Source: an optimization exercise on an open RTL-to-GDS flow (aim: small area, a short achievable clock period and few clock cycles per item). Production flows keep margins and buffers that such runs may drop. Only simulation tests tie the RTL to the original design; equivalence was not proved.

==> flow/design.v <==
module trans_chroma_pipe #(
  parameter int NCH    = 2,
  parameter int FP_W   = 20,
  parameter int FRAC   = 8,
  parameter int K_L    = 125,
  parameter int K_H    = 188,
  parameter int CENTER = 27904
) (
  input  logic                  clk,
  input  logic                  rst_n,
  input  logic                  in_valid,
  output logic                  in_ready,
  input  logic [7:0]            y_in,
  input  logic [8*NCH-1:0]      c_in,
  output logic [7:0]            lut_y,
  output logic                  lut_rd_en,
  input  logic [FP_W*NCH-1:0]   lut_mean,
  input  logic [FP_W*NCH-1:0]   lut_width,
  output logic                  out_valid,
  input  logic                  out_ready,
  output logic [FP_W*NCH-1:0]   out_data
);
  localparam int CW = 8*NCH;
  localparam logic signed [FP_W-1:0] SMAX = FP_W'(255 << FRAC);
  logic stall;
  logic [CW-1:0] c0_q, c0_d, c1_q, c1_d, c2_q, c2_d, c3_q, c3_d, c4_q, c4_d;
  logic [7:0] lut_y_q, lut_y_d;
  logic [5:0] v_q, v_d;
  logic [4:0] p_q, p_d;
  logic [NCH-1:0][FP_W-1:0] diff_q, diff_d, w_q, w_d, prod_q, prod_d, sum_q, sum_d, out_q, out_d;
  logic signed [2*FP_W-1:0] full;
  logic signed [FP_W-1:0] sat;
  assign stall     = v_q[5] & ~out_ready;
  assign in_ready  = ~stall;
  assign lut_rd_en = ~stall;
  assign lut_y     = lut_y_q;
  assign out_valid = v_q[5];
  assign out_data  = out_q;
  always_comb begin
    c0_d = c0_q; c1_d = c1_q; c2_d = c2_q; c3_d = c3_q; c4_d = c4_q;
    lut_y_d = lut_y_q; v_d = v_q; p_d = p_q;
    diff_d = diff_q; w_d = w_q; prod_d = prod_q; sum_d = sum_q; out_d = out_q;
    full = '0;
    sat = '0;
    if (!stall) begin
      v_d = {v_q[4:0], in_valid};
      p_d = {p_q[3:0], (32'(y_in) >= K_L) && (32'(y_in) <= K_H)};
      c0_d = c_in; c1_d = c0_q; c2_d = c1_q; c3_d = c2_q; c4_d = c3_q;
      lut_y_d = y_in;
      for (int i = 0; i < NCH; i++) begin
        diff_d[i] = {{(FP_W-8-FRAC){1'b0}}, c1_q[8*i+:8], {FRAC{1'b0}}} - lut_mean[FP_W*i+:FP_W];
        w_d[i] = lut_width[FP_W*i+:FP_W];
        full = $signed(diff_q[i]) * $signed(w_q[i]);
        prod_d[i] = FP_W'(full >>> FRAC);
        sum_d[i] = prod_q[i] + FP_W'(CENTER);
        sat = $signed(sum_q[i]);
        out_d[i] = p_q[4] ? {{(FP_W-8-FRAC){1'b0}}, c4_q[8*i+:8], {FRAC{1'b0}}} : sat;
      end
    end
  end
  always_ff @(posedge clk or negedge rst_n) begin
    if (!rst_n) begin
      c0_q <= '0; c1_q <= '0; c2_q <= '0; c3_q <= '0; c4_q <= '0;
      lut_y_q <= '0; v_q <= '0; p_q <= '0;
      diff_q <= '0; w_q <= '0; prod_q <= '0; sum_q <= '0; out_q <= '0;
    end else begin
      c0_q <= c0_d; c1_q <= c1_d; c2_q <= c2_d; c3_q <= c3_d; c4_q <= c4_d;
      lut_y_q <= lut_y_d; v_q <= v_d; p_q <= p_d;
      diff_q <= diff_d; w_q <= w_d; prod_q <= prod_d; sum_q <= sum_d; out_q <= out_d;
    end
  end
endmodule
==> flow/run.sh <==
#!/bin/bash
# synth_recipe.tcl (not shown) runs the flow's synth.tcl, then flattens the netlist and writes it again
# the make line also repeats each setting of config.mk as NAME=value (left out here)
make -C /OpenROAD-flow-scripts/flow DESIGN_CONFIG=/design/flow/config.mk WORK_HOME=/design/flow/orfs CLKGATE_MAP_FILE= SYNTH_SCRIPT=/design/flow/synth_recipe.tcl finish
==> flow/config.mk <==
export PLATFORM = sky130hd
export DESIGN_NAME = trans_chroma_pipe
export DESIGN_NICKNAME = trans_chroma_pipe
export VERILOG_FILES = /design/flow/design.v
export SDC_FILE = /design/flow/constraint.sdc
export NUM_CORES = 4
export LEC_CHECK = 0
export CAP_MARGIN = 20
export CORE_MARGIN = 2
export CORE_UTILIZATION = 40
export SLEW_MARGIN = 20
==> flow/constraint.sdc <==
create_clock -name core_clock -period 7.0 [get_ports {clk}]
set_input_delay 1.4000 -clock core_clock [delete_from_list [all_inputs] [get_ports {clk}]]
set_output_delay 1.4000 -clock core_clock [all_outputs]
set_load 0.01 [all_outputs]
==> impl_metrics.json <==
{
  "status": "finished clean",
  "synth_nets": 4622,
  "timing.final.crit_share_pct": 94.85,
  "slew_headroom_pct": 27.83,
  "hold_viol_final": 0,
  "io_pins": 159,
  "htreeDepth": 2,
  "dieArea_mm2": 0.08707,
  "rr_endpoint": "prod_q[33]",
  "endpoint_kind": "flip-flop",
  "worstMarginPinSlew_ns": 1.083,
  "ant_nets": 0,
  "fin_nets": 4700,
  "cap_viol_max_count": 0,
  "clkTransAtPathRegs_ns": 0.06,
  "fmax_ghz": 0.1506,
  "synthCells": 3756,
  "grt_max_degree": 200,
  "hp-class": "reg -> reg",
  "finalWeightedCongestion": 0.8581,
  "cts_tree": "built",
  "initial_core_util_pct": 40.43,
  "drive_above_1_share_pct": 4.373,
  "critical_path.max_fanout": 16,
  "postCtsHoldBufs": 0,
  "globalRouteOverflowTotal": 0,
  "die_h_um": 295.1,
  "yosysSeqAreaShare_pct": 22.08,
  "ys.flop_type": "dfrtp_1",
  "dpl_cell_area_mm2": 0.03674,
  "finalSetupViolations": 0,
  "startpoint": "diff_q[23]",
  "grt_pass1_vias": 25190,
  "worstSetupStartpointType": "flip-flop",
  "drtIter0Drc": 1310,
  "synth_edf_count": 0,
  "critPathKind": "reg -> reg",
  "wl_per_cell_um": 17.08,
  "track_usage_pct": 20.55,
  "die_w_um": 295.1,
  "synth-seq-cells": 299,
  "rsz0062_at_grt": "false",
  "min_period_ns": 6.640,
  "rows": 106,
  "synth.distinct_cells": 54,
  "cts.sinks": 299,
  "worstHoldStart": "lut_y_q[1]",
  "regToRegSetupSlack_ns": 0.36,
  "syn_avg_cell_area_um2": 9.023,
  "final_util_pct": 45.51,
  "drt_wl_total_um": 85420,
  "io_buffers": 158,
  "post-route-drc-count": 0,
  "cts_made_buffers": 41,
  "min_path_cells": 2,
  "cp.required_ns": 7.42,
  "async_flop_share_pct": 100.0,
  "place_hpwl_um": 67220,
  "fin_area_mm2": 0.03815,
  "antenna_found_initial": 1,
  "setup_ws_ns": 0.3602,
  "rr_startpoint": "diff_q[23]",
  "grt_pass1_wl_um": 139600,
  "firstDrtPassIters": 7,
  "skew_ns": 0.01416,
  "cts-root-buf": "clkbuf_16",
  "rr_worst_depth": 24,
  "worstPathArrival_ns": 7.06,
  "syn_area_mm2": 0.03389,
  "clk_latency_ns": 0.58,
  "core_mm2": 0.08382,
  "min_to": "lut_y_q[1]",
  "area_delta_synth_final_pct": 12.57,
  "vias_per_cell": 4.747,
  "pre_cts_slack_ns": 0.2107,
  "tns_ns": 0,
  "cts_max_path_buffers": 3,
  "yosysWarnings": 1,
  "routed-via-count": 23740,
  "final-max-slew-violation-count": 0
}
-- cell usage in the layout (no fill, tap or decap), types with 3 or more instances in the layout --
cell type / instances
fa_1: 556
inv_1: 661
clkinv_2: 9
o31ai_1: 13
o21ai_1: 4
nand2_1: 852
xor2_1: 56
nor4_1: 3
a41o_1: 3
buf_4: 69
dfrtp_1: 290
clkbuf_1: 5
nor3_1: 21
a31oi_1: 5
nand2b_1: 15
clkinvlp_4: 3
bufinv_16: 4
nand3b_1: 25
o21ai_0: 65
nor2b_1: 10
or2_2: 4
and2_1: 399
clkdlybuf4s50_1: 157
ha_1: 202
clkbuf_8: 4
mux2i_1: 16
or3_1: 6
and3_1: 3
a211oi_1: 7
dfrtp_2: 9
a21o_1: 11
nor2_1: 99
nand3_1: 9
nand4_1: 10
xnor2_1: 88
o21a_1: 13
a21oi_1: 79
inv_6: 3
clkbuf_16: 42
-- registers in the layout, indices dropped and copies added, names as in the netlist --
signal	flops
lut_y_q	8
c2_q	16
w_q	40
c1_q	16
c0_q	16
out_q	40
p_q	5
sum_q	40
c3_q	16
prod_q	40
diff_q	40
c4_q	16
v_q	6
-- through the flow --
stage               hold slack (ns)  cells
global route                 0.4756   4999
global placement             0.4492   4925
detailed placement           0.4453   4925
floorplan                    0.4300   3756
CTS                          0.4638   4999
finish                       0.4606   5000
-- synth_stat cells, types with 13 or more instances --
library cell	n	area (um2)
nand2_1	852	3198
inv_1	662	2485
fa_1	556	11130
and2_1	399	2496
dfrtp_1	299	7482
ha_1	202	2527
clkbuf_1	186	698.2
nor2_1	99	371.6
xnor2_1	88	770.7
a21oi_1	80	400.4
o21ai_0	65	325.3
xor2_1	56	490.5
nand3b_1	25	187.7
nor3_1	21	105.1
mux2i_1	16	160.2
nand2b_1	15	93.84
o21a_1	13	97.59
o31ai_1	13	97.59
-- final cells by class --
type / instances / area, um2
clock buffer: 51 / 1125
clock inverter: 23 / 270.3
sequential: 299 / 7493
antenna: 1 / 2.502
multi-input combinational: 2601 / 23200
tap: 1134 / 1419
fill: 8202 / 45670
inverter: 662 / 2492
timing repair buffer: 229 / 2145
-- critical path: stages (launching register included) --
cell	delay [ns]
dfrtp_1	0.64
and2_1	0.29
fa_1	0.49
inv_1	0.05
fa_1	0.49
inv_1	0.05
fa_1	0.39
ha_1	0.31
ha_1	0.29
fa_1	0.48
inv_1	0.05
fa_1	0.48
inv_1	0.04
ha_1	0.32
a21oi_1	0.19
nand2_1	0.07
a41oi_1	0.26
buf_4	0.19
o21ai_1	0.13
a31o_2	0.31
a2111oi_0	0.37
nor3b_1	0.11
or3_1	0.32
nand2_1	0.08
a21oi_1	0.06
-- logic make-up after synthesis --
group	after synthesis	synth area share, %
AOI/OAI and AO/OA	219	3.899
xor gates and xnor gates	144	3.721
adders and majority gates	758	40.30
buffers and inverters	856	9.492
DFF	299	22.08
muxes	16	0.4725
and+or+nand+nor	1464	20.04
-- metal layers --
layer | share of wire [%] | track usage (%) | up-vias
met1 | 47 | 29.55 | 11950
met3 | 5.4 | 3.826 | 88
met4 | 2.0 | 4.581 | 2
met5 | 0.013 | 0 | -
met2 | 45 | 32.33 | 441
li1 | - | - | 11260
-- worst max-delay path by stage --
stage,to,slack [ns],cells after the start
floorplan,prod_q[33],0.60,23
global placement,prod_q[19],0.27,24
detailed placement,prod_q[19],0.21,24
CTS,prod_q[19],0.20,24
global route,prod_q[19],0.03,22
finish,prod_q[33],0.36,24
-- timing repair --
item,4_1_cts,5_1_grt
gates resized for setup,0,9
setup buffers,0,0
setup endpoints to repair,0,8
Testbench counts, summed over its fixed seeds: cycles 16,048, pixels 16,000.

re-timing with driven ports:
No port has a modelled driver above. Below, the same layout with a new extraction and two added sets of constraints.
Step 1 (the two cells are an assumption about what drives the block):
set clk [get_ports {clk}]
set_driving_cell -lib_cell sky130_fd_sc_hd__clkbuf_16 $clk
set_driving_cell -lib_cell sky130_fd_sc_hd__buf_2 [delete_from_list [all_inputs] $clk]
Step 2 moves the port delays by t, midway between the first and last clock arrival at a register: inputs arrive t later, outputs are due t later. That takes back most of the time a late clock gives input paths.
Three values: ideal ports, drivers, drivers and shift; two values: the first two.
t (ns): 0.637
setup WS [ns]: 0.360 / 0.360 / 0.360
worst setup path after step 2: register to register
worst slew at a driven data input, ns: 0.07
pins driven straight from the clock port: 1
After both steps setup and hold are still met in this run. The setup slack of this run moves by 0.000 ns with the drivers and by 0.000 ns with both steps.
